Source: an optimization exercise on an open RTL-to-GDS flow (aim: small area and a short achievable clock period). Production flows keep margins and buffers that such runs may drop. Function was checked by simulation only, so behaviour that the tests miss may differ from the original. Power and IR drop assume default switching activity.

[config.mk]
export PLATFORM = sky130hd
export DESIGN_NAME = fire_seek_mode_sequencer
export DESIGN_NICKNAME = fire_seek_mode_sequencer
export VERILOG_FILES = /design/flow/design.v
export SDC_FILE = /design/flow/constraint.sdc
export NUM_CORES = 4
export LEC_CHECK = 0
export CAP_MARGIN = 20
export CORE_MARGIN = 2
export CORE_UTILIZATION = 40
export SETUP_SLACK_MARGIN = 2.5
export SLEW_MARGIN = 20
export TNS_END_PERCENT = 5
[constraint.sdc]
create_clock -name core_clock -period 6.0 [get_ports {i_clk}]
set_input_delay 1.2000 -clock core_clock [delete_from_list [all_inputs] [get_ports {i_clk}]]
set_output_delay 1.2000 -clock core_clock [all_outputs]
set_load 0.01 [all_outputs]
[design.v]
module fsms_core (
    input  logic        i_clk,
    input  logic        i_rst_n,
    input  logic        i_accept,
    input  logic        i_operation,
    input  logic [9:0]  i_distance_cm,
    input  logic [31:0] i_now_tick,
    input  logic [1:0]  i_random_pick,
    input  logic [9:0]  i_detect_limit,
    input  logic [9:0]  i_stop_limit,
    input  logic [9:0]  i_detect_next,
    input  logic [9:0]  i_stop_next,
    input  logic [15:0] i_patrol_period,
    input  logic [15:0] i_fan_max,
    input  logic [15:0] i_pause_len,
    input  logic [15:0] i_turn_len,
    input  logic [7:0]  i_right_sector,
    input  logic [7:0]  i_left_sector,
    output logic [7:0]  o_servo_angle,
    output logic [2:0]  o_motion,
    output logic        o_fan_on,
    output logic [2:0]  o_mode,
    output logic        o_fire_seen,
    output logic        o_fire_near
);
    localparam logic [2:0] MODE_PATROL   = 3'd0;
    localparam logic [2:0] MODE_PAUSE    = 3'd1;
    localparam logic [2:0] MODE_TURN     = 3'd2;
    localparam logic [2:0] MODE_APPROACH = 3'd3;
    localparam logic [2:0] MODE_FAN      = 3'd4;
    localparam logic [2:0] MOT_STOP     = 3'd0;
    localparam logic [2:0] MOT_SPIN_L   = 3'd3;
    localparam logic [2:0] MOT_SPIN_R   = 3'd4;
    localparam logic [2:0] MOT_APPROACH = 3'd5;
    function automatic logic ge32(input logic [31:0] a, input logic [31:0] b);
        logic [31:0] g, p;
        g = a & ~b;
        p = a | ~b;
        for (int s = 1; s < 32; s = s * 2) begin
            for (int i = 0; i < 32; i = i + 2 * s) begin
                g[i] = g[i+s] | (p[i+s] & g[i]);
                p[i] = p[i+s] & p[i];
            end
        end
        ge32 = g[0] | p[0];
    endfunction
    function automatic logic cout32(input logic [31:0] a, input logic [31:0] b);
        logic [31:0] g, p;
        g = a & b;
        p = a | b;
        g[0] = a[0] | b[0];
        for (int s = 1; s < 32; s = s * 2) begin
            for (int i = 0; i < 32; i = i + 2 * s) begin
                g[i] = g[i+s] | (p[i+s] & g[i]);
                p[i] = p[i+s] & p[i];
            end
        end
        cout32 = g[0];
    endfunction
    logic [2:0]  r_mode;
    logic [2:0]  r_pm;       
    logic        r_aux;      
    logic        r_scan;     
    logic        r_up;       
    logic [6:0]  r_ang;      
    logic [9:0]  r_range;
    logic        r_pdl_set;  
    logic [31:0] r_pdl;      
    logic [31:0] r_tmr;      
    logic is_ctrl;
    assign is_ctrl = i_operation;
    logic r_sel_patrol, r_sel_pause, r_sel_fan;
    logic m_patrol, m_pause, m_turn, m_appr, m_fan;
    assign m_patrol = (r_mode == MODE_PATROL);
    assign m_pause  = (r_mode == MODE_PAUSE);
    assign m_turn   = (r_mode == MODE_TURN);
    assign m_appr   = (r_mode == MODE_APPROACH);
    assign m_fan    = (r_mode == MODE_FAN);
    logic       r_lost, r_far;
    logic       lost, far;
    logic [9:0] n_range;
    assign lost    = r_lost;
    assign far     = r_far;
    assign n_range = !i_rst_n ? 10'd999 : ((i_accept && !is_ctrl) ? i_distance_cm : r_range);
    always_ff @(posedge i_clk) begin
        r_range <= n_range;
        r_lost  <= !ge32({22'd0, i_detect_next}, {22'd0, n_range});
        r_far   <= !ge32({22'd0, i_stop_next}, {22'd0, n_range});
    end
    logic [31:0] t_ref, now, t_len;
    logic        ge_31, ge_32, due, tdone;
    assign now   = i_now_tick;
    assign t_ref = r_sel_patrol ? r_pdl : r_tmr;
    assign ge_31 = ge32({1'b0, now[30:0]}, {1'b0, t_ref[30:0]});
    assign due   = (m_patrol && !r_pdl_set) ? !now[31] : !(now[31] ^ t_ref[31] ^ !ge_31);
    assign ge_32 = ge32(now, t_ref);
    logic [31:0] csa_s;
    logic [32:0] csa_c;
    logic        s_hi;
    assign t_len = {16'd0, r_sel_fan ? i_fan_max : i_pause_len};
    assign csa_s = now ^ r_tmr ^ t_len;
    assign csa_c = {(now & ~r_tmr) | (now & ~t_len) | (~r_tmr & ~t_len), 1'b1};
    assign s_hi  = cout32(csa_s, csa_c[31:0]);
    assign tdone = ge_32 ? (csa_c[32] && s_hi) : (csa_c[32] || s_hi);
    logic [15:0] a_len;
    logic [16:0] sum_lo;
    logic [15:0] sum_hi;
    logic [31:0] sum;
    assign a_len  = (r_sel_patrol && lost) ? i_patrol_period : (r_sel_pause ? i_turn_len : 16'd0);
    assign sum_lo = {1'b0, now[15:0]} + {1'b0, a_len};
    logic [15:0] pre1;
    always_comb begin
        logic [15:0] t;
        t = now[31:16];
        for (int s = 1; s < 16; s = s * 2) begin
            for (int i = 15; i >= s; i--) t[i] = t[i] & t[i-s];
        end
        pre1 = {t[14:0], 1'b1};
    end
    assign sum_hi = now[31:16] ^ (pre1 & {16{sum_lo[16]}});
    assign sum = {sum_hi, sum_lo[15:0]};
    logic [7:0] angle;
    assign angle = {r_ang, 1'b0};
    logic right_of, left_of;
    assign right_of = !ge32({24'd0, angle}, {24'd0, i_right_sector});
    assign left_of  = !ge32({24'd0, i_left_sector}, {24'd0, angle});
    logic [2:0] n_mode;
    logic       n_aux;
    logic       ld_pm, ld_pdl, ld_tmr;
    always_comb begin
        n_mode = r_mode;
        n_aux  = r_aux;
        ld_pm  = 1'b0;
        ld_pdl = 1'b0;
        ld_tmr = 1'b0;
        case (r_mode)
            MODE_PATROL: begin
                if (lost) begin
                    n_aux = 1'b1;
                    if (due) begin
                        ld_pm  = 1'b1;
                        ld_pdl = 1'b1;
                    end
                end else begin
                    n_mode = MODE_PAUSE;
                    n_aux  = 1'b0;
                    ld_tmr = 1'b1;
                end
            end
            MODE_PAUSE: begin
                n_aux = 1'b0;
                if (lost) begin
                    n_mode = MODE_PATROL;
                end else if (tdone) begin
                    if (right_of || left_of) begin
                        n_mode = MODE_TURN;
                        n_aux  = !right_of;
                        ld_tmr = 1'b1;
                    end else begin
                        n_mode = MODE_APPROACH;
                    end
                end
            end
            MODE_TURN: begin
                if (lost) begin
                    n_mode = MODE_PATROL;
                    n_aux  = 1'b0;
                end else if (due) begin
                    n_mode = MODE_APPROACH;
                    n_aux  = 1'b0;
                end
            end
            MODE_APPROACH: begin
                n_aux = 1'b0;
                if (lost) begin
                    n_mode = MODE_PATROL;
                end else if (far) begin
                    n_aux = 1'b1;
                end else begin
                    n_mode = MODE_FAN;
                    ld_tmr = 1'b1;
                end
            end
            default: begin
                n_aux = 1'b0;
                if (tdone || lost) n_mode = MODE_PATROL;
            end
        endcase
    end
    logic       scan, h90;
    logic [6:0] n_ang;
    logic       n_up;
    assign scan = m_patrol && r_scan;
    assign h90  = m_fan || (m_appr && r_aux);
    always_comb begin
        n_ang = r_ang;
        n_up  = r_up;
        if (scan) begin
            if (r_up) begin
                if (r_ang >= 7'd85) begin
                    n_ang = 7'd90;
                    n_up  = 1'b0;
                end else begin
                    n_ang = r_ang + 7'd5;
                end
            end else begin
                if (r_ang <= 7'd5) begin
                    n_ang = 7'd0;
                    n_up  = 1'b1;
                end else begin
                    n_ang = r_ang - 7'd5;
                end
            end
        end else if (h90) begin
            n_ang = 7'd45;
        end
    end
    always_ff @(posedge i_clk) begin
        if (!i_rst_n) begin
            r_mode    <= MODE_PATROL;
            r_sel_patrol <= 1'b1;
            r_sel_pause  <= 1'b0;
            r_sel_fan    <= 1'b0;
            r_pm      <= MOT_STOP;
            r_aux     <= 1'b0;
            r_scan    <= 1'b1;
            r_up      <= 1'b1;
            r_ang     <= 7'd0;
            r_pdl_set <= 1'b0;
        end else if (i_accept) begin
            if (is_ctrl) begin
                r_mode <= n_mode;
                r_sel_patrol <= (n_mode == MODE_PATROL);
                r_sel_pause  <= (n_mode == MODE_PAUSE);
                r_sel_fan    <= (n_mode == MODE_FAN);
                r_aux  <= n_aux;
                r_scan <= !(m_pause || m_turn);
                if (ld_pm) r_pm <= {1'b0, i_random_pick} + 3'd1;
                if (ld_pdl) r_pdl_set <= 1'b1;
            end else begin
                r_ang   <= n_ang;
                r_up    <= n_up;
            end
        end
    end
    always_ff @(posedge i_clk) begin
        if (i_rst_n && i_accept && is_ctrl && ld_pdl) r_pdl <= sum;
        if (i_rst_n && i_accept && is_ctrl && ld_tmr) r_tmr <= sum;
    end
    always_comb begin
        o_motion = MOT_STOP;
        case (r_mode)
            MODE_PATROL:   o_motion = r_aux ? r_pm : MOT_STOP;
            MODE_TURN:     o_motion = r_aux ? MOT_SPIN_L : MOT_SPIN_R;
            MODE_APPROACH: o_motion = r_aux ? MOT_APPROACH : MOT_STOP;
            default:       o_motion = MOT_STOP;
        endcase
    end
    assign o_servo_angle = angle;
    assign o_fan_on      = m_fan;
    assign o_mode        = r_mode;
    assign o_fire_seen   = is_ctrl ? !lost : ge32({22'd0, i_detect_limit}, {22'd0, i_distance_cm});
    assign o_fire_near   = is_ctrl ? !far  : ge32({22'd0, i_stop_limit}, {22'd0, i_distance_cm});
endmodule
module fire_seek_mode_sequencer (
    input  logic        i_clk,
    input  logic        i_rst_n,
    input  logic        i_in_valid,
    output logic        i_in_ready,
    input  logic        i_in_operation,
    input  logic [9:0]  i_in_distance_cm,
    input  logic [31:0] i_in_now_tick,
    input  logic [1:0]  i_in_random_pick,
    input  logic        i_cfg_valid,
    output logic        i_cfg_ready,
    input  logic [2:0]  i_cfg_index,
    input  logic [15:0] i_cfg_data,
    output logic        o_out_valid,
    input  logic        o_out_ready,
    output logic [7:0]  o_out_servo_angle,
    output logic [2:0]  o_out_motion,
    output logic        o_out_fan_on,
    output logic [2:0]  o_out_mode,
    output logic        o_out_fire_seen,
    output logic        o_out_fire_near
);
    localparam logic [2:0] CFG_DETECT_LIMIT  = 3'd0;
    localparam logic [2:0] CFG_STOP_LIMIT    = 3'd1;
    localparam logic [2:0] CFG_PATROL_PERIOD = 3'd2;
    localparam logic [2:0] CFG_FAN_MAX       = 3'd3;
    localparam logic [2:0] CFG_PAUSE         = 3'd4;
    localparam logic [2:0] CFG_TURN          = 3'd5;
    localparam logic [2:0] CFG_RIGHT_SECTOR  = 3'd6;
    localparam logic [2:0] CFG_LEFT_SECTOR   = 3'd7;
    logic [9:0]  r_detect_limit;
    logic [9:0]  r_stop_limit;
    logic [15:0] r_patrol_period;
    logic [15:0] r_fan_max;
    logic [15:0] r_pause_len;
    logic [15:0] r_turn_len;
    logic [7:0]  r_right_sector;
    logic [7:0]  r_left_sector;
    logic        res_fire_seen;
    logic        res_fire_near;
    logic        r_out_fire_seen;
    logic        r_out_fire_near;
    logic        r_out_valid;
    logic        in_acc;
    assign i_in_ready = !r_out_valid || o_out_ready;
    assign in_acc     = i_in_valid && i_in_ready;
    assign i_cfg_ready = 1'b1;
    logic        cfg_we_any;
    logic [15:0] d_z, d_o;
    logic [7:0]  cfg_we;
    assign cfg_we_any = !i_rst_n || i_cfg_valid;
    assign d_z = i_cfg_data & {16{i_rst_n}};
    assign d_o = i_cfg_data | {16{!i_rst_n}};
    always_comb begin
        for (int k = 0; k < 8; k++) cfg_we[k] = !i_rst_n || (i_cfg_valid && i_cfg_index == 3'(k));
    end
    function automatic logic [15:0] rv_sel(input logic [15:0] rv, input logic [15:0] z,
                                           input logic [15:0] o);
        rv_sel = (rv & o) | (~rv & z);
    endfunction
    logic [15:0] w_detect, w_stop, w_right, w_left;
    logic [9:0]  n_detect, n_stop;
    assign n_detect = cfg_we[CFG_DETECT_LIMIT] ? w_detect[9:0] : r_detect_limit;
    assign n_stop   = cfg_we[CFG_STOP_LIMIT] ? w_stop[9:0] : r_stop_limit;
    assign w_detect = rv_sel(16'd300, d_z, d_o);
    assign w_stop   = rv_sel(16'd50, d_z, d_o);
    assign w_right  = rv_sel(16'd60, d_z, d_o);
    assign w_left   = rv_sel(16'd120, d_z, d_o);
    always_ff @(posedge i_clk) begin
        r_detect_limit <= n_detect;
        r_stop_limit   <= n_stop;
        if (cfg_we[CFG_PATROL_PERIOD]) r_patrol_period <= rv_sel(16'd3000, d_z, d_o);
        if (cfg_we[CFG_FAN_MAX])       r_fan_max       <= rv_sel(16'd5000, d_z, d_o);
        if (cfg_we[CFG_PAUSE])         r_pause_len     <= rv_sel(16'd300, d_z, d_o);
        if (cfg_we[CFG_TURN])          r_turn_len      <= rv_sel(16'd1308, d_z, d_o);
        if (cfg_we[CFG_RIGHT_SECTOR])  r_right_sector  <= w_right[7:0];
        if (cfg_we[CFG_LEFT_SECTOR])   r_left_sector   <= w_left[7:0];
    end
    fsms_core u_core (
        .i_clk           (i_clk),
        .i_rst_n         (i_rst_n),
        .i_accept        (in_acc),
        .i_operation     (i_in_operation),
        .i_distance_cm   (i_in_distance_cm),
        .i_now_tick      (i_in_now_tick),
        .i_random_pick   (i_in_random_pick),
        .i_detect_limit  (r_detect_limit),
        .i_stop_limit    (r_stop_limit),
        .i_detect_next   (n_detect),
        .i_stop_next     (n_stop),
        .i_patrol_period (r_patrol_period),
        .i_fan_max       (r_fan_max),
        .i_pause_len     (r_pause_len),
        .i_turn_len      (r_turn_len),
        .i_right_sector  (r_right_sector),
        .i_left_sector   (r_left_sector),
        .o_servo_angle   (o_out_servo_angle),
        .o_motion        (o_out_motion),
        .o_fan_on        (o_out_fan_on),
        .o_mode          (o_out_mode),
        .o_fire_seen     (res_fire_seen),
        .o_fire_near     (res_fire_near)
    );
    always_ff @(posedge i_clk) begin
        if (!i_rst_n) begin
            r_out_valid <= 1'b0;
        end else if (in_acc) begin
            r_out_valid <= 1'b1;
        end else if (o_out_ready) begin
            r_out_valid <= 1'b0;
        end
    end
    always_ff @(posedge i_clk) begin
        if (in_acc) begin
            r_out_fire_seen <= res_fire_seen;
            r_out_fire_near <= res_fire_near;
        end
    end
    assign o_out_valid     = r_out_valid;
    assign o_out_fire_seen = r_out_fire_seen;
    assign o_out_fire_near = r_out_fire_near;
endmodule
[flow/run.sh]
#!/bin/bash
# Standard layout flow, except that the port buffers are plain buf_1 cells (which the
# resizer may upsize) instead of the default clkdlybuf4s50_1 delay buffers.
set -euo pipefail
# the standard synthesis, unchanged
bash standard.sh synth > synth.log 2>&1
# floorplan to final layout
bash standard.sh BUFFER_PORTS_ARGS="-buffer_cell sky130_fd_sc_hd__buf_1" finish > layout.log 2>&1
[standard.sh]
#!/bin/bash
# synth_recipe.tcl (not shown) runs the flow's synth.tcl, then flattens the netlist and writes it again
# the make line also repeats each setting of config.mk as NAME=value (left out here)
make -C /OpenROAD-flow-scripts/flow DESIGN_CONFIG=/design/flow/config.mk WORK_HOME=/design/flow/orfs CLKGATE_MAP_FILE= SYNTH_SCRIPT=/design/flow/synth_recipe.tcl "${@:-finish}"
==> summary.txt, run 1 <==
- Synth area leaders: edfxtp_1, dfxtp_1, ha_1
- Flops & latches, synth: 198
- Syn nets: 1251
- FMAX: 278 MHz
- Fin Hold WS: 476 ps
- R2R cell count: 14
- Crit Path Category: input port to flop
- Crit end category: flop
- RR Startpoint: u_core.r_sel_fan
- Antenna violations before repair: 0
- Total of fill cells in the finished design: 2611
- Synth cell types: 97
- Max_cap viols: 0
- GRT Residual Overflow: 0
- CP max stage delay: 400 ps
- Clock Latency Late Sink: 440 ps
- IO Pins: 89
- All-Layer GR Usage: 19.3%
- FFs w/ async S/R, synth: 0%
- Crit-path max FO: 8
- TritonCTS clock tree: yes
- Leak Pwr: 0.00512 uW
- Worst hold endpoint: u_core.r_pm[1]
- Final nets: 1362
- Final Skew: 16.5 ps
- ANT cells: 0
- Worst hold start: u_core.r_pm[1]
- Final min period: 3590 ps
- Worst VDD drop: 0.181 mV
- Reg2Reg Setup Slack: 2480 ps
- Register area share after synthesis: 46.7%
- Synthesized-area fraction occupied by adder cells: 7.59%
- Avg Cell Area, Syn: 10.3 um2
- Synth Area in XOR/XNOR: 2.42%
- WL per Instance: 17.9 um
- Cells after synthesis: 1127
- Reg2reg end: u_core.r_tmr[1]
- Outcome: timing/DRC/antenna clean
- HPWL Detailed: 20600 um
- Final setup margin: 2410 ps
- Main combinational cell family by area after synthesis: compound AO/OA/AOI/OAI gates
- Finish-stage setup viols: 0
- Largest net degree at the start of global routing: 48
- Die H: 174 um
- Ratio of cells with drive above 1 in the final layout: 18.3%
- Drt first-iter violations: 526
- Via count: 8910
- Fin Setup TNS: 0 ps
- Fin util: 47.8%
- Initial cell density of the core: 40.5%
- Predominant post-synthesis flop cell: edfxtp_1
- Multiplexer area fraction after synthesis: 5.60%
- Post-synthesis simple-gate area fraction: 14.6%
- Place WS: 1500 ps
- Worst-path clk slew: 80 ps
- GPL Wtd Cong: 0.882
- Hold buffer count at cts: 0
- Row count: 62
- Crit path DAT: 3740 ps
- Final slew viol count: 0
- CP cell instances: buf_4, inv_4, ha_4, a222oi_1, buf_4, o2111ai_4, o21bai_4, a31o_4, a41oi_2, a31o_4, nand2_4, a21oi_4, buf_12, clkbuf_16
- H-tree levels: 4
- Pwr dens: 247 nW/um2
- Fin. Hold Viols: 0
- Slew Limit Headroom: 34.6%
- DRT Pass-1 Iters: 6
- Synth top area share: 37.6%
- Yosys warns: 2
- Crit path launch type: input port
- TritonCTS Sinks: 198
- Vias in the first global route: 8721
- Core area: 28600 um2
- Yosys top cell by area: edfxtp_1
- Clock Tree Root: clkbuf_16
- Commonest non-fill, non-tap cell in the layout: edfxtp_1
- Die Width: 174 um
- Antenna viol nets, final: 0
- EDFF count, synth: 145
- Worst EP required: 6150 ps
- Worst Tran Pin Value: 970 ps
- RSZ-0062 raised after global routing: yes
- Area Growth Syn to Fin: 18.1%
- CTS Buffer Depth: 2
- Die Area: 30300 um2
- Hold/Removal Path Class: flop to flop
- Detailed-route DRC error count: 0
- Compound-gate portion of the synthesized area: 18.1%
- Commonest non-fill, non-tap cells in the layout: edfxtp_1, nand2_1, inv_1, buf_1, nor2_1
- Mapped Area: 11600 um2
- Total CTS buffers: 17
- Routed WL: 29200 um
- # port buffers: 86
- First-pass GRT wire length: 45900 um
- Crit share post-route: 59.9%
- Vias/cell: 5.45
- Slowest-stage cell, CP: a222oi_1
- Min-Delay Path Depth: 2
[worst max-delay path by stage]
stage                     slack (ps)                to  cells after the start               from
after global routing            2330  u_core.r_tmr[18]                     14  i_in_now_tick[16]
after CTS                       2380  u_core.r_tmr[11]                     14  i_in_now_tick[22]
after global placement          1530  u_core.r_tmr[14]                     12  i_in_now_tick[23]
after detailed placement        1500  u_core.r_tmr[16]                     12  i_in_now_tick[23]
final                           2410   u_core.r_tmr[1]                     14  i_in_now_tick[17]
after floorplan                 2110   u_core.r_tmr[0]                     11  i_in_now_tick[29]
[routing by layer]
layer | vias to the layer above | share of wire [%] | track usage, %
met4 | 0 | 2.3 | 5.74
met3 | 42 | 4.3 | 3.32
li1 | 4375 | - | -
met1 | 4260 | 47 | 26.2
met5 | - | 0 | 0
met2 | 233 | 47 | 31.4
[sequential cells by signal (all words and copies together) (netlist names), 3 cells and up]
register         flops
r_fan_max           16
r_detect_limit      10
u_core.r_mode        3
r_turn_len          16
r_right_sector       8
u_core.r_range      10
u_core.r_pm          3
r_patrol_period     16
r_pause_len         16
u_core.r_tmr        32
r_stop_limit        10
u_core.r_ang         7
r_left_sector        7
u_core.r_pdl        32
[cells by family (layout without fill, tap and decap cells)]
group           Yosys count  in the layout
compound gates          298            298
fa+ha+maj                62             62
buf+inv                 133            256
other cells               2              2
mux                      59             59
xor+xnor                 32             32
flops                   198            198
simple gates            343            344
[worst max-delay path: cells and delay by family]
kind,cells,cell delay [ps]
adders and majority gates,1,190
and+or+nand+nor,1,50
AOI/OAI and AO/OA,7,1550
buffers and inverters,5,730
[where the power goes]
part           switching (uW)  internal, uW  total, uW  leakage, uW
registers                32.8          1560       1600      0.00181
clock network             573           597       1170     0.000301
logic                     361           253        614      0.00301
total                     966          2420       3380      0.00512
[Yosys cell counts, drive strengths merged (5+ instances only)]
| library cell | count |
|---|---|
| a211o | 5 |
| a211oi | 8 |
| a21o | 9 |
| a21oi | 56 |
| a222oi | 7 |
| a22oi | 18 |
| a31o | 5 |
| a31oi | 9 |
| a32oi | 7 |
| and2 | 24 |
| and3 | 13 |
| buf | 16 |
| clkbuf | 28 |
| dfxtp | 53 |
| edfxtp | 145 |
| fa | 16 |
| ha | 39 |
| inv | 88 |
| maj3 | 7 |
| mux2 | 28 |
| mux2i | 31 |
| nand2 | 125 |
| nand2b | 29 |
| nand3 | 25 |
| nand4 | 8 |
| nor2 | 67 |
| nor2b | 13 |
| nor3 | 19 |
| o211ai | 13 |
| o21ai | 78 |
| o21bai | 9 |
| o221ai | 5 |
| o22ai | 14 |
| o31ai | 11 |
| or2 | 5 |
| xnor2 | 28 |
[per-stage QoR]
step | power, uW | cell area [um2] | cells
after floorplan | 2030 | 11700 | 1127
after global placement | 2170 | 12400 | 1563
after detailed placement | 2180 | 12400 | 1563
after CTS | 3370 | 13200 | 1613
after global routing | 3540 | 13700 | 1635
final | 3380 | 13700 | 1635
[what timing repair did]
| action | in CTS | in global routing |
|---|---|---|
| hold endpoints to repair | 0 | 0 |
| pin swaps | 10 | 30 |
| endpoints found under the setup margin | 117 | 99 |
| resized for setup | 32 | 60 |
| cloned | 4 | 2 |
| buffers inserted | 14 | 20 |
[final cells by class]
class	count	area [um2]	area share, %
Clock buffer	19	464	3.39
Clock inverter	13	149	1.09
Inverter	89	352	2.57
Multi-Input combinational cell	797	5960	43.6
Sequential cell	198	5430	39.7
Tap cell	384	480	3.51
Timing Repair Buffer	134	846	6.18
Timing Repair inverter	1	5.00	0.0366
==> inputs of run 2 (changes only) <==
--- a/config.mk
+++ b/config.mk
@@ -9,4 +9,5 @@
 export CORE_MARGIN = 2
 export CORE_UTILIZATION = 40
+export GPL_ROUTABILITY_DRIVEN = 0
 export SETUP_SLACK_MARGIN = 2.5
 export SLEW_MARGIN = 20
==> run 2 against run 1 <==
Fmax unchanged. Area after synthesis unchanged. Setup slack unchanged. Clock skew unchanged. Sequential share of layout area unchanged. Still clean. Via count unchanged. Critical path type unchanged. Non-clock buffer count unchanged.
==> summary.txt, run 2 <==
- Crit share post-route: 59.9%
- CTS Buffer Depth: 2
- Non-Filler Instances: 1635
- Crit path launch type: input port
- Total of fill cells in the finished design: 2611
- Commonest non-fill, non-tap cell in the layout: edfxtp_1
- Drt first-iter violations: 526
- Setup crit start: i_in_now_tick[17]
- Vias/cell: 5.45
- Die Area: 30300 um2
- Switch Pwr: 966 uW
- Fin. Hold Viols: 0
- Reg2Reg Setup Slack: 2480 ps
- Die H: 174 um
- Sequential Power Share: 47.2%
- Largest net degree at the start of global routing: 48
- FFs w/ async S/R, synth: 0%
- Clk pwr share: 34.6%
- Biggest regs: u_core.r_pdl: 32 flops, u_core.r_tmr: 32 flops
- IO Pins: 89
- R2R cell count: 14
- Routed WL: 29200 um
- Synth area leaders: edfxtp_1, dfxtp_1, ha_1
- Finish-stage setup viols: 0
- Crit end category: flop
- Leak Pwr: 0.00512 uW
- Most frequent cell after synthesis: edfxtp_1
- Via count: 8910
- Final Skew: 16.5 ps
- Register area share after synthesis: 46.7%
- Synth top area share: 37.6%
- Yosys top cell by area: edfxtp_1
- TritonCTS clock tree: yes
- Avg Cell Area, Syn: 10.3 um2
- Synth cell types: 97
- TritonCTS Sinks: 198
- Row count: 62
- # port buffers: 86
- Cells after synthesis: 1127
- Syn nets: 1251
- Worst EP required: 6150 ps
- Worst Tran Pin Value: 970 ps
- Final nets: 1362
- HPWL Detailed: 20600 um
- Outcome: timing/DRC/antenna clean
- Reg2reg end: u_core.r_tmr[1]
- Antenna viol nets, final: 0
- Crit path DAT: 3740 ps
- Area Growth Syn to Fin: 18.1%
- First-pass GRT wire length: 45900 um
- Place WS: 1500 ps
- Yosys warns: 2
- Predominant post-synthesis flop cell: edfxtp_1
- GRT Residual Overflow: 0
- Final min period: 3590 ps
- Crit Path Category: input port to flop
- Flops & latches, synth: 198
- Clock Tree Root: clkbuf_16
- Worst-path clk slew: 80 ps
- Max_cap viols: 0
- All-Layer GR Usage: 19.3%
- Crit-path max FO: 8
- Pwr dens: 247 nW/um2
- FMAX: 278 MHz
- Combinational share of power: 18.2%
- Slew Limit Headroom: 34.6%
- Final Instance Area: 13700 um2
- Hold/Removal Path Class: flop to flop
- Detailed-route DRC error count: 0
- Switching part of the total: 28.6%
- WL per Instance: 17.9 um
- Die Width: 174 um
- EDFF count, synth: 145
- Mapped Area: 11600 um2
- Core area: 28600 um2
- Final setup margin: 2410 ps
- Fin Setup TNS: 0 ps
- End point of the critical path: u_core.r_tmr[1]
- Total CTS buffers: 17
- RSZ-0062 raised after global routing: yes
- Antenna violations before repair: 0
- Cells after DPL: 1563
- H-tree levels: 4
- Worst VDD drop: 0.181 mV
- Vias in the first global route: 8721
- DRT Pass-1 Iters: 6
- RR Startpoint: u_core.r_sel_fan
- Commonest non-fill, non-tap cells in the layout: edfxtp_1, nand2_1, inv_1, buf_1, nor2_1
- Final slew viol count: 0
- Post-DP Area: 12400 um2
- Internal power: 2420 uW
- Ratio of cells with drive above 1 in the final layout: 18.3%
- Commonest cells in the netlist: edfxtp_1, nand2_1, inv_1
- Clock Latency Late Sink: 440 ps
- ANT cells: 0
- Initial cell density of the core: 40.5%
## run 2: cell counts after synthesis
Identical to the previous run, type by type.
## run 2: kinds of logic (layout without fill, tap and decap cells)
family / Yosys count / after routing / share of synthesized area [%]
buffers and inverters: 133 / 256 / 4.85
muxes: 59 / 59 / 5.60
adders and majority gates: 62 / 62 / 7.59
other: 2 / 2 / 0.0648
and+or+nand+nor: 343 / 344 / 14.6
xor gates and xnor gates: 32 / 32 / 2.42
AOI/OAI and AO/OA: 298 / 298 / 18.1
DFF: 198 / 198 / 46.7
## run 2: power by group through the flow
stage               combinational, uW  clock [uW]  sequential, uW
global placement                  539           0            1630
finish                            614        1170            1600
detailed placement                547           0            1630
CTS                               579        1190            1600
global route                      681        1260            1610
floorplan                         411           0            1620
## run 2: worst max-delay path, stage by stage
cell and delay [ps]:
buf_4 140, inv_4 70, ha_4 190, a222oi_1 400, buf_4 200, o2111ai_4 140
o21bai_4 220, a31o_4 250, a41oi_2 180, a31o_4 200, nand2_4 50, a21oi_4 160
buf_12 150, clkbuf_16 170
## run 2: worst min path at each step
stage,from,to,slack [ps],depth (start not counted)
after detailed placement,u_core.r_pm[2],u_core.r_pm[2],480,2
after global placement,u_core.r_pm[2],u_core.r_pm[2],470,2
after floorplan,u_core.r_pm[1],u_core.r_pm[1],440,2
after CTS,u_core.r_pm[2],u_core.r_pm[2],480,2
after global routing,u_core.r_pm[1],u_core.r_pm[1],520,2
final,u_core.r_pm[1],u_core.r_pm[1],480,2
## run 2: layout make-up
class / count / area, um2 / share of cell area (%)
Clock buffer: 19 / 464 / 3.39
Clock inverter: 13 / 149 / 1.09
Tap cell: 384 / 480 / 3.51
Inverter: 89 / 352 / 2.57
Timing Repair inverter: 1 / 5.00 / 0.0366
Multi-Input combinational cell: 797 / 5960 / 43.6
Sequential cell: 198 / 5430 / 39.7
Timing Repair Buffer: 134 / 846 / 6.18
## run 2: repair_timing
item	CTS	global route
setup buffers	14	20
gates resized for setup	32	60
hold buffers	0	0
setup endpoints to repair	117	99
pin swaps	10	30
gates cloned	4	2
## run 2: per-layer routing
metal	wire, um	track usage (%)	share of wire (%)	vias to the layer above
li1	-	-	-	4375
met1	13700	26.2	47	4260
met2	13600	31.4	47	233
met3	1250	3.32	4.3	42
met4	671	5.74	2.3	0
met5	0	0	0	-
## run 2: stage by stage
| stage | hold slack, ps | power, uW | utilization (%) |
|---|---|---|---|
| final | 476 | 3380 | 47.8 |
| after global routing | 518 | 3540 | 47.8 |
| after CTS | 485 | 3370 | 46.3 |
| after detailed placement | 477 | 2180 | 43.2 |
| after global placement | 465 | 2170 | 43.2 |
| after floorplan | 436 | 2030 | - |
==> inputs of run 3 (changes only) <==
--- a/config.mk
+++ b/config.mk
@@ -6,9 +6,8 @@
 export NUM_CORES = 4
 export LEC_CHECK = 0
-export CAP_MARGIN = 20
+export CAP_MARGIN = 5
 export CORE_MARGIN = 2
 export CORE_UTILIZATION = 40
-export GPL_ROUTABILITY_DRIVEN = 0
 export SETUP_SLACK_MARGIN = 2.5
-export SLEW_MARGIN = 20
+export SLEW_MARGIN = 5
 export TNS_END_PERCENT = 5
==> run 3 against run 2 <==
Still clean on timing, DRC and antenna. Sequential cell count stayed put. Via count hardly changed. Non-clock buffer count stayed put. Critical path depth stayed put. Core utilization stayed put. Die area stayed put. Largest cell class unchanged.
==> summary.txt, run 3 <==
- ANT cells: 0
- Row count: 62
- Most frequent cell after synthesis: edfxtp_1
- Antenna violations before repair: 0
- WL per Instance: 17.9 um
- Clock Latency Late Sink: 440 ps
- Combinational share of power: 18.2%
- Yosys top cell by area: edfxtp_1
- Final min period: 3590 ps
- Hold/Removal Path Class: flop to flop
- HPWL Detailed: 20600 um
- Min-Delay Path Depth: 2
- RSZ-0062 raised after global routing: yes
- Post-DP Area: 12400 um2
- Clk pwr share: 34.6%
- Setup crit start: i_in_now_tick[17]
- Ratio of cells with drive above 1 in the final layout: 18.3%
- Predominant post-synthesis flop cell: edfxtp_1
- Outcome: timing/DRC/antenna clean
- First-pass GRT wire length: 45900 um
- Final Instance Area: 13700 um2
- Final slew viol count: 0
- Routed WL: 29200 um
- R2R cell count: 14
- Crit share post-route: 59.9%
- Final Skew: 16.5 ps
- Slew Limit Headroom: 25.1%
- Area Growth Syn to Fin: 18.1%
- Commonest non-fill, non-tap cell in the layout: edfxtp_1
- Crit end category: flop
- Fin. Hold Viols: 0
- Biggest regs: u_core.r_pdl: 32 flops, u_core.r_tmr: 32 flops
- Final nets: 1362
- Switching part of the total: 28.6%
- End point of the critical path: u_core.r_tmr[1]
- Worst Tran Pin Value: 1110 ps
- Via count: 8916
- Die H: 174 um
- DRT Pass-1 Iters: 6
- Crit path DAT: 3740 ps
- Avg Cell Area, Syn: 10.3 um2
- FMAX: 278 MHz
- Die Width: 174 um
- Vias in the first global route: 8721
- Cells after synthesis: 1127
- Flops & latches, synth: 198
- Register area share after synthesis: 46.7%
- Crit path launch type: input port
- Vias/cell: 5.45
- Antenna viol nets, final: 0
- Finish-stage setup viols: 0
- GPL Wtd Cong: 0.882
- Switch Pwr: 966 uW
- FFs w/ async S/R, synth: 0%
- Initial cell density of the core: 40.5%
- EDFF count, synth: 145
- Commonest cells in the netlist: edfxtp_1, nand2_1, inv_1
- Leak Pwr: 0.00512 uW
- Commonest non-fill, non-tap cells in the layout: edfxtp_1, nand2_1, inv_1, buf_1
- Reg2reg end: u_core.r_tmr[1]
- Reg2Reg Setup Slack: 2480 ps
- Detailed-route DRC error count: 0
- Worst VDD drop: 0.181 mV
- Core area: 28600 um2
- Mapped Area: 11600 um2
- Crit Path Category: input port to flop
- H-tree levels: 4
- Internal power: 2420 uW
- CTS Buffer Depth: 2
- Synth top area share: 37.6%
- Largest net degree at the start of global routing: 48
- Synth area leaders: edfxtp_1, dfxtp_1, ha_1
- Worst-path clk slew: 80 ps
- Drt first-iter violations: 526
- All-Layer GR Usage: 19.3%
- IO Pins: 89
- Synth cell types: 97
- TritonCTS Sinks: 198
- Total CTS buffers: 17
- Sequential Power Share: 47.3%
- Pwr dens: 247 nW/um2
- # port buffers: 86
- Syn nets: 1251
- TritonCTS clock tree: yes
- Die Area: 30300 um2
- RR Startpoint: u_core.r_sel_fan
- Clock Tree Root: clkbuf_16
- GRT Residual Overflow: 0
- Worst EP required: 6150 ps
- Max_cap viols: 0
- Fin Setup TNS: 0 ps
- Yosys warns: 2
- Crit-path max FO: 8
[run 3: cell counts after synthesis]
No cell type changed its count.
[run 3: cells by family (layout without fill, tap and decap cells)]
logic type	Yosys count	after routing	synth area share, %
simple gates	343	344	14.6
xor+xnor	32	32	2.42
other cells	2	2	0.0648
flops	198	198	46.7
compound gates	298	298	18.1
fa+ha+maj	62	62	7.59
buf+inv	133	256	4.85
mux	59	59	5.60
[run 3: cell type report]
type | instances | area, um2
Sequential cell | 198 | 5430
Timing Repair inverter | 1 | 5.00
Tap cell | 384 | 480
Clock buffer | 19 | 464
Fill cell | 2611 | 14900
Inverter | 89 | 352
Clock inverter | 13 | 149
Multi-Input combinational cell | 797 | 5960
Timing Repair Buffer | 134 | 846
[run 3: metrics by stage]
stage	setup WS [ps]	std cells	util (%)	power (uW)	hold WS, ps
2_1_floorplan	2110	1127	-	2030	436
5_1_grt	2330	1635	47.8	3540	518
3_5_place_dp	1500	1563	43.2	2180	477
4_1_cts	2380	1613	46.3	3370	485
6_report	2410	1635	47.8	3380	476
3_3_place_gp	1530	1563	43.2	2170	465
[run 3: worst max-delay path: stages]
cell	delay, ps
buf_4	140
inv_4	70
ha_4	190
a222oi_1	400
buf_4	200
o2111ai_4	140
o21bai_4	220
a31o_4	250
a41oi_2	180
a31o_4	200
nand2_4	50
a21oi_4	160
buf_12	150
clkbuf_16	170
[run 3: worst min-delay path by stage]
stage                         from        endpoint  slack, ps
floorplan           u_core.r_pm[1]  u_core.r_pm[1]        440
global placement    u_core.r_pm[2]  u_core.r_pm[2]        470
detailed placement  u_core.r_pm[2]  u_core.r_pm[2]        480
CTS                 u_core.r_pm[2]  u_core.r_pm[2]        480
global route        u_core.r_pm[1]  u_core.r_pm[1]        520
finish              u_core.r_pm[1]  u_core.r_pm[1]        480
[run 3: power by group through the flow]
stage / logic, uW / registers, uW / clock network (uW)
after CTS: 579 / 1600 / 1190
after detailed placement: 547 / 1630 / 0
after global placement: 539 / 1630 / 0
after global routing: 681 / 1610 / 1260
after floorplan: 411 / 1620 / 0
final: 614 / 1600 / 1170
[run 3: metal layers]
layer | share of wire, % | track usage (%) | up-vias
li1 | - | - | 4375
met1 | 47 | 26.2 | 4264
met2 | 47 | 31.4 | 235
met3 | 4.3 | 3.32 | 42
met4 | 2.3 | 5.74 | 0
met5 | 0 | 0 | -
[run 3: timing repair]
| action | 4_1_cts | 5_1_grt |
|---|---|---|
| setup buffers | 14 | 20 |
| setup endpoints to repair | 117 | 99 |
| hold buffers | 0 | 0 |
| gates resized for setup | 32 | 60 |
| pin swaps | 10 | 30 |
| cloned | 4 | 2 |
==> inputs of run 4 (changes only) <==
==> flow/run.sh (replaced) <==
#!/bin/bash
# Standard synthesis, then the combinational logic between the standard synthesis's
# registers is re-mapped by ABC as one network (without the separate adder cells), then the
# standard layout steps, with plain buf_1 port buffers in place of clkdlybuf4s50_1.
# The registers (names, count and cells) are those of the standard synthesis.
set -euo pipefail
R=orfs/results/sky130hd/fire_seek_mode_sequencer/base
LIB=$FLOW_HOME/platforms/sky130hd/lib/sky130_fd_sc_hd__tt_025C_1v80.lib
# the standard synthesis, unchanged
bash standard.sh synth > synth.log 2>&1
cp $R/1_2_yosys.v std_synth.v
# re-map the combinational logic
DONTUSE=$(sed -n '/^export DONT_USE_CELLS/,/^$/p' $FLOW_HOME/platforms/sky130hd/config.mk | grep -o 'sky130_fd_sc_hd__[A-Za-z0-9_]*' | sed 's/^/-dont_use /' | tr '\n' ' ')
SEQ=$(grep -oE '^\s*sky130_fd_sc_hd__(df|edf|sdf|dl|conb)\w*' std_synth.v | sort -u | tr '\n' ' ')
ABCSCRIPT=$(sed -n 's/^ABC_SCRIPT=//p' flow/resyn.cfg)
cat > resyn.ys <<EOT
read_liberty -ignore_miss_func $LIB
read_verilog std_synth.v
hierarchy -top $FLOW_TOP
blackbox $SEQ
flatten
opt_clean
abc -liberty $LIB $DONTUSE ${ABCSCRIPT:+-script $FLOW_HOME/scripts/$ABCSCRIPT} -D 3000
opt_clean -purge
splitnets
opt_clean -purge
hilomap -singleton -hicell sky130_fd_sc_hd__conb_1 HI -locell sky130_fd_sc_hd__conb_1 LO
insbuf -buf sky130_fd_sc_hd__buf_4 A X
opt_clean -purge
stat -liberty $LIB
write_verilog -noattr -noexpr -nohex -nodec resyn.v
EOT
yosys -q -l resyn.log resyn.ys
cp resyn.v $R/1_2_yosys.v
rm -f $R/1_synth.odb $R/1_synth.sdc
# floorplan to final layout
bash standard.sh BUFFER_PORTS_ARGS="-buffer_cell sky130_fd_sc_hd__buf_1" finish > layout.log 2>&1
==> flow/resyn.cfg (new file) <==
ABC_SCRIPT=abc_speed.script
--- a/config.mk
+++ b/config.mk
@@ -6,8 +6,7 @@
 export NUM_CORES = 4
 export LEC_CHECK = 0
-export CAP_MARGIN = 5
+export CAP_MARGIN = 20
 export CORE_MARGIN = 2
 export CORE_UTILIZATION = 40
-export SETUP_SLACK_MARGIN = 2.5
-export SLEW_MARGIN = 5
-export TNS_END_PERCENT = 5
+export SETUP_SLACK_MARGIN = 3.0
+export SLEW_MARGIN = 20
==> run 4 against run 3 <==
Still clean. Setup slack worse by 340 ps. Clock skew grew 2.2 ps. Sequential power about the same. Clock-buffer cell count down 2. Area after synthesis up 0.76%. Hold slack lost 1.9 ps. Core utilization is 4.5 points higher. Power rose by 3.4%. Synthesized cell count rose by 4.4%. Clock power hardly changed. Non-clock buffer count grew 40. Critical path type unchanged. Largest power group unchanged. Highest routed layer unchanged.
==> summary.txt, run 4 <==
- All-Layer GR Usage: 21.1%
- Area Growth Syn to Fin: 28.6%
- Slew Limit Headroom: 35.4%
- Crit end category: flop
- Multi-input gate area: 6730 um2
- Routed WL: 32400 um
- Worst VDD drop: 0.129 mV
- H-tree levels: 4
- Final Skew: 18.7 ps
- Crit path DAT: 4230 ps
- Die Width: 175 um
- Total CTS buffers: 17
- Clock Latency Late Sink: 450 ps
- TritonCTS clock tree: yes
- Antenna viol nets, final: 0
- # port buffers: 86
- Total of fill cells in the finished design: 2507
- First-pass GRT wire length: 50700 um
- Pwr dens: 233 nW/um2
- Finish-stage setup viols: 0
- Min-Delay Path Depth: 2
- Clock Tree Root: clkbuf_16
- Fin util: 52.3%
- Initial cell density of the core: 40.7%
- Via count: 9773
- Detailed-route DRC error count: 0
- Reg2reg end: u_core.r_tmr[13]
- Leak Pwr: 0.00557 uW
- RR Startpoint: u_core.r_ang[0]
- Mapped Area: 11700 um2
- Commonest non-fill, non-tap cell in the layout: edfxtp_1
- Tot Pwr: 3500 uW
- Max_cap viols: 0
- FMAX: 254 MHz
- Fin Setup TNS: 0 ps
- CTS Buffer Depth: 2
- Crit share post-route: 65.5%
- Worst hold start: u_core.r_pm[2]
- Yosys warns: 2
- Hold/Removal Path Class: flop to flop
- Final nets: 1420
- Worst-path clk slew: 80 ps
- RSZ-0062 raised after global routing: yes
- ANT cells: 0
- WL per Instance: 18.5 um
- Register Area: 5430 um2
- Row count: 62
- DRT Pass-1 Iters: 7
- Vias in the first global route: 9474
- Vias/cell: 5.59
- Ratio of cells with drive above 1 in the final layout: 25.4%
- Biggest regs: u_core.r_pdl: 32 flops, u_core.r_tmr: 32 flops
- Die Area: 30600 um2
- Fin. Hold Viols: 0
- Crit path launch type: input port
- IO Pins: 89
- Antenna violations before repair: 0
- Core area: 28700 um2
- Largest net degree at the start of global routing: 44
- Cells after synthesis: 1177
- Final min period: 3930 ps
- GRT Residual Overflow: 0
- GPL Wtd Cong: 0.854
- TritonCTS Sinks: 198
- Syn nets: 1246
- Reg2Reg Setup Slack: 2140 ps
- Worst Tran Pin Value: 968 ps
- Drt first-iter violations: 654
- Worst hold endpoint: u_core.r_pm[2]
- Die H: 175 um
- R2R cell count: 13
- Crit-path max FO: 2
- Hold buffer count at cts: 0
- Crit Path Category: input port to flop
- Worst EP required: 6300 ps
- HPWL Detailed: 21900 um
- Outcome: timing/DRC/antenna clean
- Avg Cell Area, Syn: 9.92 um2
- Final slew viol count: 0
- Commonest non-fill, non-tap cells in the layout: edfxtp_1, nand2_1, nor2_1, a21oi_1, buf_4
==> run 4: changes by cell type in the layout (fill, tap and decap cells not counted), moves of 15 or more <==
| cell | before | now |
|---|---|---|
| buf_6 | 2 | 23 |
| maj3_1 | 5 | 26 |
| maj3_2 | 2 | 25 |
| nor2_1 | 65 | 85 |
| mux2_2 | 22 | 7 |
| buf_1 | 68 | 52 |
| inv_1 | 74 | 49 |
| mux2i_1 | 30 | 45 |
| nand2_1 | 124 | 103 |
| xnor2_1 | 27 | 52 |
| o21ai_0 | 65 | 32 |
| ha_1 | 26 | 0 |
| buf_4 | 38 | 58 |
==> run 4: timing repair <==
action | in CTS | in global routing
resized for setup | 155 | 74
endpoints found under the setup margin | 132 | 123
pin swaps | 37 | 38
cloned | 6 | 0
buffers inserted | 61 | 11
==> run 4: cell type report <==
class                   count  area share [%]
well taps                 384            3.20
multi-input cells         887            44.8
flip-flops and latches    198            36.2
clock inverters            15            1.19
repair buffers            174            9.56
clock buffers              17            2.83
inverters                  73            2.22
==> run 4: metrics by stage <==
stage / instances / area (um2) / worst slack [ps] / hold slack (ps)
3_5_place_dp: 1638 / 12700 / 716 / 462
5_1_grt: 1748 / 15000 / 1990 / 514
6_report: 1748 / 15000 / 2070 / 475
2_1_floorplan: 1177 / 11900 / 1750 / 446
4_1_cts: 1737 / 14600 / 2060 / 475
3_3_place_gp: 1638 / 12700 / 947 / 458
==> run 4: layer usage <==
metal / global-route usage, % / wire (um) / share of wire [%]
met1: 27.9 / 14200 / 44
met2: 36.6 / 16100 / 50
met3: 2.61 / 1590 / 4.9
met4: 5.59 / 486 / 1.5
met5: 0 / 0 / 0
==> run 4: worst max-delay path, cell delays in order <==
cell,delay [ps]
buf_8,100
nor2b_4,110
maj3_2,290
maj3_2,300
maj3_2,300
maj3_2,300
maj3_2,300
maj3_2,320
maj3_2,310
maj3_2,300
maj3_2,300
mux2i_1,110
==> run 4: worst max path at each step <==
stage / start / to / cells after the start
CTS: i_in_distance_cm[0] / r_out_fire_near / 12
finish: i_in_distance_cm[0] / r_out_fire_near / 12
floorplan: i_in_now_tick[27] / u_core.r_tmr[0] / 10
global route: i_in_now_tick[19] / u_core.r_tmr[5] / 15
global placement: i_in_now_tick[31] / u_core.r_tmr[26] / 12
detailed placement: i_in_now_tick[31] / u_core.r_tmr[30] / 12
==> run 4: where the power goes <==
group	switching (uW)	internal (uW)	leakage (uW)
registers	34.4	1570	0.00181
clock network	595	569	0.000295
logic	416	318	0.00347
total	1050	2450	0.00557
==> inputs of run 5 (changes only) <==
==> flow/resyn.cfg (replaced) <==
ABC_SCRIPT=
==> run 5 against run 4 <==
Combinational power down 1%. Setup slack got worse by 370 ps. Area after synthesis is 9.1% lower. Power decreased by 1.2%. Global-route usage fell by 0.27 points. Final area decreased by 4.3%. Wire length decreased by 7.4%. First-iteration DRC count is 5.8% higher. Largest cell class unchanged. Largest power group unchanged.
==> summary.txt, run 5 <==
- Outcome: timing/DRC/antenna clean
- FMAX: 232 MHz
- Area Growth Syn to Fin: 35.5%
- Hold/Removal Path Class: flop to flop
- CP max stage delay: 390 ps
- Crit path launch type: input port
- Fin. Hold Viols: 0
- Worst VDD drop: 0.221 mV
- Post-DP Area: 11500 um2
- GPL Wtd Cong: 0.855
- Final slew viol count: 0
- DRT Pass-1 Iters: 6
- Final nets: 1345
- GRT Residual Overflow: 0
- Die Width: 167 um
- Detailed-route DRC error count: 0
- Antenna violations before repair: 0
- ANT cells: 0
- Crit path DAT: 4480 ps
- Initial cell density of the core: 40.7%
- Place WS: 886 ps
- Fin util: 55.2%
- Largest net degree at the start of global routing: 42
- Core area: 26100 um2
- Crit-path most repeated cell: maj3_2
- Worst hold endpoint: u_core.r_pm[2]
- Die H: 167 um
- Total CTS buffers: 17
- CP cell instances: buf_8, o211ai_1, buf_4, o21ai_4, maj3_2, maj3_2, maj3_2, maj3_2, a2111o_1, nand4_1, a31o_4, a2111oi_4, and3_4, and4_4, and4_4, nand4_1, xnor2_1
- # port buffers: 86
- Min-Delay Path Depth: 1
- CTS Buffer Depth: 2
- Pwr dens: 240 nW/um2
- Fin Setup TNS: 0 ps
- Yosys warns: 2
- Worst EP required: 6180 ps
- Antenna viol nets, final: 0
- Final min period: 4300 ps
- Total of fill cells in the finished design: 2166
- Clock Latency Late Sink: 440 ps
- IO Pins: 89
- Crit end category: flop
- Finish-stage setup viols: 0
- Vias/cell: 5.55
- Avg Cell Area, Syn: 10.0 um2
- Leak Pwr: 0.00531 uW
- Worst Tran Pin Value: 1010 ps
- Final Instance Area: 14400 um2
- Reg2reg end: u_core.r_pdl[31]
- TritonCTS clock tree: yes
- Mapped Area: 10600 um2
- Clock Tree Root: clkbuf_16
- Fin Hold WS: 475 ps
- Final setup margin: 1700 ps
- Hold buffer count at cts: 0
- Slew Limit Headroom: 32.2%
- R2R cell count: 18
- Final Skew: 15.0 ps
- Commonest non-fill, non-tap cell in the layout: edfxtp_1
- Crit-path max FO: 5
- Row count: 59
- Crit Path Category: input port to flop
- First-pass GRT wire length: 46000 um
- Crit share post-route: 71.7%
- Routed WL: 30000 um
- Reg2Reg Setup Slack: 1750 ps
- All-Layer GR Usage: 20.8%
- Via count: 9012
- H-tree levels: 4
- Max_cap viols: 0
- Syn nets: 1130
- RR Startpoint: u_core.r_lost
- Vias in the first global route: 8712
- Ratio of cells with drive above 1 in the final layout: 26.1%
- Biggest regs: u_core.r_pdl: 32 flops, u_core.r_tmr: 32 flops
- WL per Instance: 18.5 um
- Drt first-iter violations: 692
- Worst hold start: u_core.r_pm[2]
- RSZ-0062 raised after global routing: yes
- TritonCTS Sinks: 198
- Slowest-stage cell, CP: a2111o_1
- Worst-path clk slew: 70 ps
- Commonest non-fill, non-tap cells in the layout: edfxtp_1, nor2_1, nand2_1, buf_4
- Die Area: 27800 um2
- HPWL Detailed: 18700 um
- Cells after synthesis: 1061
run 5: report_power, final:
| group | internal (uW) | leakage [uW] | switching [uW] | total [uW] |
|---|---|---|---|---|
| sequential | 1560 | 0.00181 | 34.6 | 1600 |
| combinational | 335 | 0.00321 | 390 | 725 |
| clock | 603 | 0.000291 | 527 | 1130 |
| total | 2500 | 0.00531 | 952 | 3450 |
run 5: worst max-delay path by stage:
stage,startpoint,endpoint,cells past startpoint
6_report,i_in_now_tick[0],u_core.r_pdl[31],17
5_1_grt,i_in_now_tick[0],u_core.r_tmr[31],17
4_1_cts,u_core.r_sel_pause,u_core.r_tmr[1],27
3_5_place_dp,i_in_now_tick[0],u_core.r_pdl[31],16
3_3_place_gp,i_in_now_tick[0],u_core.r_pdl[31],16
2_1_floorplan,i_in_now_tick[0],u_core.r_pdl[31],15
run 5: layer usage:
layer | track usage (%) | up-vias | share of wire [%]
met2 | 36.4 | 242 | 51
li1 | - | 4361 | -
met4 | 6.41 | 0 | 2.2
met1 | 26.9 | 4364 | 43
met5 | 0 | - | 0
met3 | 2.64 | 45 | 4.0
run 5: critical path: cells and delay by family:
family | cells | cell delay, ps
AOI/OAI and AO/OA | 5 | 860
adders and majority gates | 4 | 1310
and+or+nand+nor | 5 | 720
buffers and inverters | 2 | 280
xor gates and xnor gates | 1 | 100
run 5: what timing repair did:
item	4_1_cts	5_1_grt
pin swaps	60	30
setup endpoints to repair	131	133
gates resized for setup	222	99
setup buffers	79	24
cloned	6	2
run 5: cell type report:
class                      instances  area [um2]  area share [%]
clock buffer                      22         498            3.46
clock inverter                    10        76.3           0.531
inverter                          60         231            1.61
multi-input combinational        792        5810            40.5
sequential                       198        5430            37.8
tap                              335         419            2.92
timing repair buffer             207        1900            13.2
run 5: metrics by stage:
stage	cells	total power [uW]
finish	1624	3450
global route	1624	3590
CTS	1598	3360
detailed placement	1481	2120
global placement	1480	2110
floorplan	1061	1960
==> inputs of run 6 (changes only) <==
--- a/design.v
+++ b/design.v
@@ -88,19 +88,28 @@
         r_far   <= !ge32({22'd0, i_stop_next}, {22'd0, n_range});
     end
-    logic [31:0] t_ref, now, t_len;
-    logic        ge_31, ge_32, due, tdone;
+    logic [31:0] t_ref, now;
+    logic [15:0] t_len;
+    logic        ge_lo, ge_31, due, tdone;
     assign now   = i_now_tick;
     assign t_ref = r_sel_patrol ? r_pdl : r_tmr;
-    assign ge_31 = ge32({1'b0, now[30:0]}, {1'b0, t_ref[30:0]});
+    assign ge_lo = ge32({16'd0, now[15:0]}, {16'd0, t_ref[15:0]});
+    assign ge_31 = ge32({1'b0, now[30:16], 16'd0}, {1'b0, t_ref[30:16], 16'd0}) &&
+                   (ge_lo || (now[30:16] != t_ref[30:16]));
     assign due   = (m_patrol && !r_pdl_set) ? !now[31] : !(now[31] ^ t_ref[31] ^ !ge_31);
-    assign ge_32 = ge32(now, t_ref);
-    logic [31:0] csa_s;
-    logic [32:0] csa_c;
-    logic        s_hi;
-    assign t_len = {16'd0, r_sel_fan ? i_fan_max : i_pause_len};
-    assign csa_s = now ^ r_tmr ^ t_len;
-    assign csa_c = {(now & ~r_tmr) | (now & ~t_len) | (~r_tmr & ~t_len), 1'b1};
-    assign s_hi  = cout32(csa_s, csa_c[31:0]);
-    assign tdone = ge_32 ? (csa_c[32] && s_hi) : (csa_c[32] || s_hi);
+    logic [15:0] hi_eq, hi_p;
+    logic        eq0, eq1, hi_nz, s_hi, lo_ge;
+    logic [15:0] csa_s;
+    logic [16:0] csa_c;
+    assign hi_eq = ~(now[31:16] ^ t_ref[31:16]);
+    assign hi_p  = now[31:16] | ~t_ref[31:16];
+    assign eq0   = &hi_eq;
+    assign eq1   = !hi_eq[0] && (hi_eq[15:1] == hi_p[14:0]);
+    assign hi_nz = ge_lo ? !eq0 : !eq1;
+    assign t_len = r_sel_fan ? i_fan_max : i_pause_len;
+    assign csa_s = now[15:0] ^ r_tmr[15:0] ^ t_len;
+    assign csa_c = {(now[15:0] & ~r_tmr[15:0]) | (now[15:0] & ~t_len) | (~r_tmr[15:0] & ~t_len), 1'b1};
+    assign s_hi  = cout32({csa_s, 16'd0}, {csa_c[15:0], 16'hFFFF});
+    assign lo_ge = ge_lo ? (csa_c[16] && s_hi) : (csa_c[16] || s_hi);
+    assign tdone = hi_nz || lo_ge;
     logic [15:0] a_len;
     logic [16:0] sum_lo;
==> flow/run.sh (replaced) <==
#!/bin/bash
# Standard layout flow, except that the port buffers are plain buf_1 cells (which the
# resizer may upsize) instead of the default clkdlybuf4s50_1 delay buffers.
set -euo pipefail
# the standard synthesis, unchanged
bash standard.sh synth > synth.log 2>&1
# floorplan to final layout
bash standard.sh BUFFER_PORTS_ARGS="-buffer_cell sky130_fd_sc_hd__buf_1" finish > layout.log 2>&1
--- a/config.mk
+++ b/config.mk
@@ -9,4 +9,4 @@
 export CORE_MARGIN = 2
 export CORE_UTILIZATION = 40
-export SETUP_SLACK_MARGIN = 3.0
+export SETUP_SLACK_MARGIN = 2.5
 export SLEW_MARGIN = 20
removed: flow/resyn.cfg
==> run 6 against run 5 <==
Synthesized cell count is 3.1% higher. Combinational power is 1% lower. Sequential cell count stayed put. Global-route usage is 1.3 points lower. Non-clock buffer count is 58 lower. Final area is 0.90% lower. Clock skew hardly changed. Via count is 4.6% lower. Sequential share of layout area is 0.34 points higher. Hold slack worse by 4.6 ps.
==> summary.txt, run 6 <==
- Outcome: timing/DRC/antenna clean
- # port buffers: 86
- Detailed-route DRC error count: 0
- Clock Tree Root: clkbuf_16
- Commonest non-fill, non-tap cells in the layout: edfxtp_1, nand2_1, inv_1, nor2_1, buf_1
- Crit share post-route: 60.2%
- Worst VDD drop: 0.181 mV
- Mapped Area: 11400 um2
- Met3 WL: 1260 um
- Register Area: 5430 um2
- ANT cells: 0
- H-tree levels: 4
- Biggest regs: u_core.r_pdl: 32 flops, u_core.r_tmr: 32 flops
- Synth cell types: 90
- Top routing layer in use: met4
- Fin Setup TNS: 0 ps
- Final nets: 1363
- GPL Wtd Cong: 0.815
- Antenna violations before repair: 0
- Total of fill cells in the finished design: 2532
- Crit-path max FO: 4
- Commonest non-fill, non-tap cell in the layout: edfxtp_1
- Commonest cells in the netlist: edfxtp_1, inv_1, nand2_1
- Final min period: 3610 ps
- Slew Limit Headroom: 31.8%
- Finish-stage setup viols: 0
- Cells after synthesis: 1094
- Final slew viol count: 0
- Yosys warns: 2
- Crit end category: flop
- EDFF count, synth: 145
- Total CTS buffers: 17
- Max_cap viols: 0
- Synth area leaders: edfxtp_1, dfxtp_1, ha_1
- Area Growth Syn to Fin: 25.0%
- Worst hold start: u_core.r_pm[2]
- Wl on met1: 14300 um
- Fin. Hold Viols: 0
- Pwr dens: 241 nW/um2
- Synth top area share: 38.2%
- Fin util: 51.0%
- Drt first-iter violations: 730
- Antenna viol nets, final: 0
- Most frequent cell after synthesis: edfxtp_1
- DRT Pass-1 Iters: 5
- Crit path DAT: 3980 ps
- FMAX: 277 MHz
- Yosys top cell by area: edfxtp_1
- WL per Instance: 18.8 um
- Vias in the first global route: 8151
- Die Width: 173 um
- Wire length on met2: 14500 um
- FFs w/ async S/R, synth: 0%
- Worst Tran Pin Value: 1010 ps
- Fin Hold WS: 470 ps
- Clock Latency Late Sink: 440 ps
- Syn nets: 1231
- Ratio of cells with drive above 1 in the final layout: 24.0%
- Crit Path Category: input port to flop
- Flops & latches, synth: 198
- Avg Cell Area, Syn: 10.4 um2
- Leak Pwr: 0.00537 uW
- Die Area: 29900 um2
- Predominant post-synthesis flop cell: edfxtp_1
- Via count: 8597
- Setup crit start: i_in_now_tick[5]
- HPWL Detailed: 20400 um
- Row count: 61
- First-pass GRT wire length: 45500 um
- Vias/cell: 5.32
- GRT Residual Overflow: 0
- RR Startpoint: u_core.r_sel_fan
- All-Layer GR Usage: 19.5%
- RSZ-0062 raised after global routing: yes
- Hold buffer count at cts: 0
- TritonCTS Sinks: 198
- Register area share after synthesis: 47.5%
- Final Skew: 15.3 ps
- Worst-path clk slew: 80 ps
- Worst EP required: 6370 ps
- TritonCTS clock tree: yes
- Die H: 173 um
- Hold/Removal Path Class: flop to flop
- Multi-input gate area: 6200 um2
- Routed WL: 30400 um
- Crit path launch type: input port
- Initial cell density of the core: 40.8%
- Largest net degree at the start of global routing: 54
- Core area: 27900 um2
- CTS Buffer Depth: 2
- IO Pins: 89
## run 6: path summary, 6_finish.rpt
kind	end	slack, ps	cells past startpoint
worst max-delay path	u_core.r_mode[2]	2390	14
worst max register to register	u_core.r_mode[2]	2440	14
worst min-delay path	u_core.r_pm[2]	470	2
worst min register to register	u_core.r_pm[2]	470	2
## run 6: routing by layer
metal	track usage, %	vias up
met4	4.52	0
met3	2.86	25
met5	0	-
met1	28.1	4159
met2	31.3	212
li1	-	4201
## run 6: report_power, final
group          total, uW  internal (uW)  switching [uW]
Clock               1120            582             536
Combinational        718            311             408
Sequential          1600           1560            33.3
Total               3430           2460             976
## run 6: repair_timing
action | 4_1_cts | 5_1_grt
pin swaps | 29 | 45
gates resized for setup | 92 | 114
buffers inserted | 25 | 24
endpoints found under the setup margin | 126 | 112
cloned | 7 | 1
## run 6: layout make-up
| class | instances | area share (%) |
|---|---|---|
| multi-input combinational | 753 | 43.5 |
| timing repair buffer | 149 | 7.89 |
| tap | 378 | 3.32 |
| clock buffer | 17 | 2.99 |
| inverter | 107 | 3.14 |
| clock inverter | 15 | 1.00 |
| sequential | 198 | 38.1 |
## run 6: worst max-delay path, stage by stage
cell,delay [ps]
buf_8,80
inv_4,40
fa_1,590
nor2_2,80
nor4_4,330
nor3_4,70
nor4_4,200
o41ai_4,110
a2111o_1,420
o31ai_4,100
buf_6,170
a21oi_4,60
or3_4,400
a21oi_2,130
## run 6: stage by stage
step                cells  cell area [um2]  setup WS, ps  total power [uW]
floorplan            1094            11700          1930              2040
global placement     1528            12400          1530              2200
global route         1617            14200          2310              3580
CTS                  1592            13500          2350              3380
finish               1617            14200          2390              3430
detailed placement   1528            12400          1520              2210
## run 6: cells by family (layout without fill, tap and decap cells)
logic type / after synthesis / count (layout) / share of synthesized area [%]
AO/OA/AOI/OAI: 236 / 236 / 13.9
flip-flops: 198 / 198 / 47.5
multiplexers: 55 / 55 / 5.19
buffers and inverters: 146 / 288 / 5.13
XOR/XNOR: 51 / 51 / 3.92
other: 2 / 2 / 0.0659
adder cells (fa/ha/maj): 86 / 86 / 10.3
AND/OR/NAND/NOR: 320 / 323 / 14.0
==> inputs of run 7 (changes only) <==
--- a/config.mk
+++ b/config.mk
@@ -11,2 +11,3 @@
 export SETUP_SLACK_MARGIN = 2.5
 export SLEW_MARGIN = 20
+export TNS_END_PERCENT = 5
==> run 7 against run 6 <==
Still clean. Setup slack gained 9.3 ps. Final area is 4.5% lower. Clock skew down 2.5 ps. Critical path type unchanged. Critical endpoint is now u_core.r_pdl[20]. Largest power group unchanged.
==> summary.txt, run 7 <==
- Outcome: timing/DRC/antenna clean
- Reg2reg end: u_core.r_pdl[20]
- Total of fill cells in the finished design: 2595
- Setup crit start: i_in_now_tick[25]
- Crit-path max FO: 10
- TritonCTS Sinks: 198
- Wire length on met2: 13600 um
- Commonest non-fill, non-tap cell in the layout: edfxtp_1
- Final nets: 1350
- Predominant post-synthesis flop cell: edfxtp_1
- Combinational share of power: 18.8%
- H-tree levels: 4
- Switch Pwr: 957 uW
- Hold/Removal Path Class: flop to flop
- WL per Instance: 17.9 um
- RR Startpoint: u_core.r_sel_patrol
- FMAX: 277 MHz
- Drt first-iter violations: 590
- Met3 WL: 1530 um
- Fin Setup TNS: 0 ps
- First-pass GRT wire length: 45500 um
- # port buffers: 86
- Pwr dens: 248 nW/um2
- Clk pwr share: 34.1%
- Biggest regs: u_core.r_pdl: 32 flops, u_core.r_tmr: 32 flops
- GRT Residual Overflow: 0
- Crit share post-route: 60.1%
- EDFF count, synth: 145
- Routed WL: 28700 um
- Avg Cell Area, Syn: 10.4 um2
- Cells after synthesis: 1094
- Fin util: 48.7%
- Most frequent cell after synthesis: edfxtp_1
- Final setup margin: 2390 ps
- All-Layer GR Usage: 19.3%
- Via count: 8494
- FFs w/ async S/R, synth: 0%
- GPL Wtd Cong: 0.859
- ANT cells: 0
- IO Pins: 89
- Sequential Power Share: 47.2%
- End point of the critical path: u_core.r_pdl[20]
- Max_cap viols: 0
- Synth cell types: 90
- Antenna viol nets, final: 0
- HPWL Detailed: 20100 um
- Die H: 173 um
- Antenna violations before repair: 1
- Commonest non-fill, non-tap cells in the layout: edfxtp_1, inv_1, nand2_1, buf_1, nor2_1
- Vias/cell: 5.30
- Crit path DAT: 3760 ps
- Reg2Reg Setup Slack: 2400 ps
- Row count: 61
- Flops & latches, synth: 198
- Synth area leaders: edfxtp_1, dfxtp_1, ha_1
- Synth top area share: 38.2%
- Worst VDD drop: 0.134 mV
- Detailed-route DRC error count: 0
- Fin. Hold Viols: 0
- Worst-path clk slew: 70 ps
- Initial cell density of the core: 40.8%
- Vias in the first global route: 8324
- TritonCTS clock tree: yes
- Final Skew: 12.8 ps
- Commonest cells in the netlist: edfxtp_1, inv_1, nand2_1
- Wl on met1: 13300 um
- Die Width: 173 um
- Crit end category: flop
- Worst EP required: 6150 ps
- Multi-input gate area: 5750 um2
- Slew Limit Headroom: 50.6%
- Place WS: 1320 ps
- Register area share after synthesis: 47.5%
- Mapped Area: 11400 um2
- R2R cell count: 13
- Crit path launch type: input port
- Register Area: 5430 um2
- Clock Tree Root: clkbuf_16
- Final slew viol count: 0
- Syn nets: 1231
- Total CTS buffers: 17
- Largest net degree at the start of global routing: 34
- Crit Path Category: input port to flop
- Switching part of the total: 28.3%
- Clock Latency Late Sink: 430 ps
- Core area: 27900 um2
- Yosys top cell by area: edfxtp_1
- Final min period: 3610 ps
- Top routing layer in use: met4
- Leak Pwr: 0.00525 uW
- Area Growth Syn to Fin: 19.4%
- Die Area: 29900 um2
- Yosys warns: 2
- Ratio of cells with drive above 1 in the final layout: 17.9%
- DRT Pass-1 Iters: 5
- Hold buffer count at cts: 0
- Worst Tran Pin Value: 730 ps
- RSZ-0062 raised after global routing: yes
- Internal power: 2430 uW
- Finish-stage setup viols: 0
- CTS Buffer Depth: 2
run 7: cell counts after synthesis:
Identical to the previous run, type by type.
run 7: cells by family after synthesis:
kind of cell | Yosys count | synth area share (%)
AO/OA/AOI/OAI | 236 | 13.9
XOR/XNOR | 51 | 3.92
adder cells (fa/ha/maj) | 86 | 10.3
buffers and inverters | 146 | 5.13
flip-flops | 198 | 47.5
multiplexers | 55 | 5.19
other | 2 | 0.0659
AND/OR/NAND/NOR | 320 | 14.0
run 7: critical path: stages:
cell and delay, ps:
buf_2 140, inv_1 60, ha_1 320, nand4_1 110, or4_1 550, or2_2 330, o21ai_2 160, xor2_2 140
a211oi_4 250, buf_4 180, and2_4 170, buf_12 140
run 7: per-layer routing:
layer	vias up	track usage (%)
met5	-	0
met3	20	2.77
met2	253	31.9
met1	4036	26.7
li1	4185	-
met4	0	4.66
run 7: worst min-delay path by stage:
| stage | startpoint | end | depth (start not counted) |
|---|---|---|---|
| after floorplan | u_core.r_pm[1] | u_core.r_pm[1] | 2 |
| after global placement | u_core.r_pm[1] | u_core.r_pm[1] | 2 |
| after detailed placement | u_core.r_pm[1] | u_core.r_pm[1] | 2 |
| after CTS | u_core.r_pm[1] | u_core.r_pm[1] | 2 |
| after global routing | u_core.r_pm[1] | u_core.r_pm[1] | 2 |
| final | u_core.r_pm[1] | u_core.r_pm[1] | 2 |
run 7: metrics by stage:
stage          area (um2)  hold slack, ps  power (uW)  instances
6_report            13600             474        3380       1604
5_1_grt             13600             517        3530       1604
4_1_cts             13400             481        3380       1597
3_5_place_dp        12100             469        2170       1530
3_3_place_gp        12100             462        2160       1530
2_1_floorplan       11400             436        2010       1094
run 7: repair_timing:
action / in CTS / in global routing
setup endpoints to repair: 123 / 114
gates cloned: 8 / 0
setup buffers: 27 / 7
resized for setup: 81 / 53
pin swaps: 33 / 25
run 7: power groups by stage:
stage | Combinational, uW | Clock [uW] | Sequential, uW
floorplan | 396 | 0 | 1620
global placement | 540 | 0 | 1620
detailed placement | 544 | 0 | 1630
CTS | 604 | 1180 | 1590
global route | 698 | 1220 | 1600
finish | 635 | 1150 | 1600
run 7: area by class of cell:
cell class	count	share of cell area (%)
clock inverter	15	1.19
inverter	107	3.01
multi-input combinational	752	42.2
sequential	198	39.9
tap	378	3.47
clock buffer	17	3.13
timing repair buffer	137	7.12

-- static timing again, ports no longer ideal --
The flow's constraints put no driver on any port. The routed layouts listed below were extracted and timed again, unchanged, in two steps.
Step 1 sets driving cells, clkbuf_16 on the clock port and buf_2 on the other inputs (assumed; they add their load-dependent delay and slew).
Step 2, shift: input delay + t, output delay - t, t = (earliest + latest rising clock arrival at the registers) / 2. This alone moves slack from input paths to output paths.
a / b / c = no drivers / after step 1 / after step 2; a / b = the first two.
run	shift t [ns]	setup WS [ns]
run 1	0.481	2.407 / 2.433 / 1.952
run 2	0.481	2.407 / 2.433 / 1.952
run 3	0.481	2.407 / 2.433 / 1.952
run 4	0.492	2.070 / 2.077 / 1.585
run 5	0.481	1.697 / 1.687 / 1.206
run 6	0.482	2.385 / 2.380 / 1.897
run 7	0.473	2.395 / 2.391 / 1.918
After both steps every run listed still meets setup and hold.
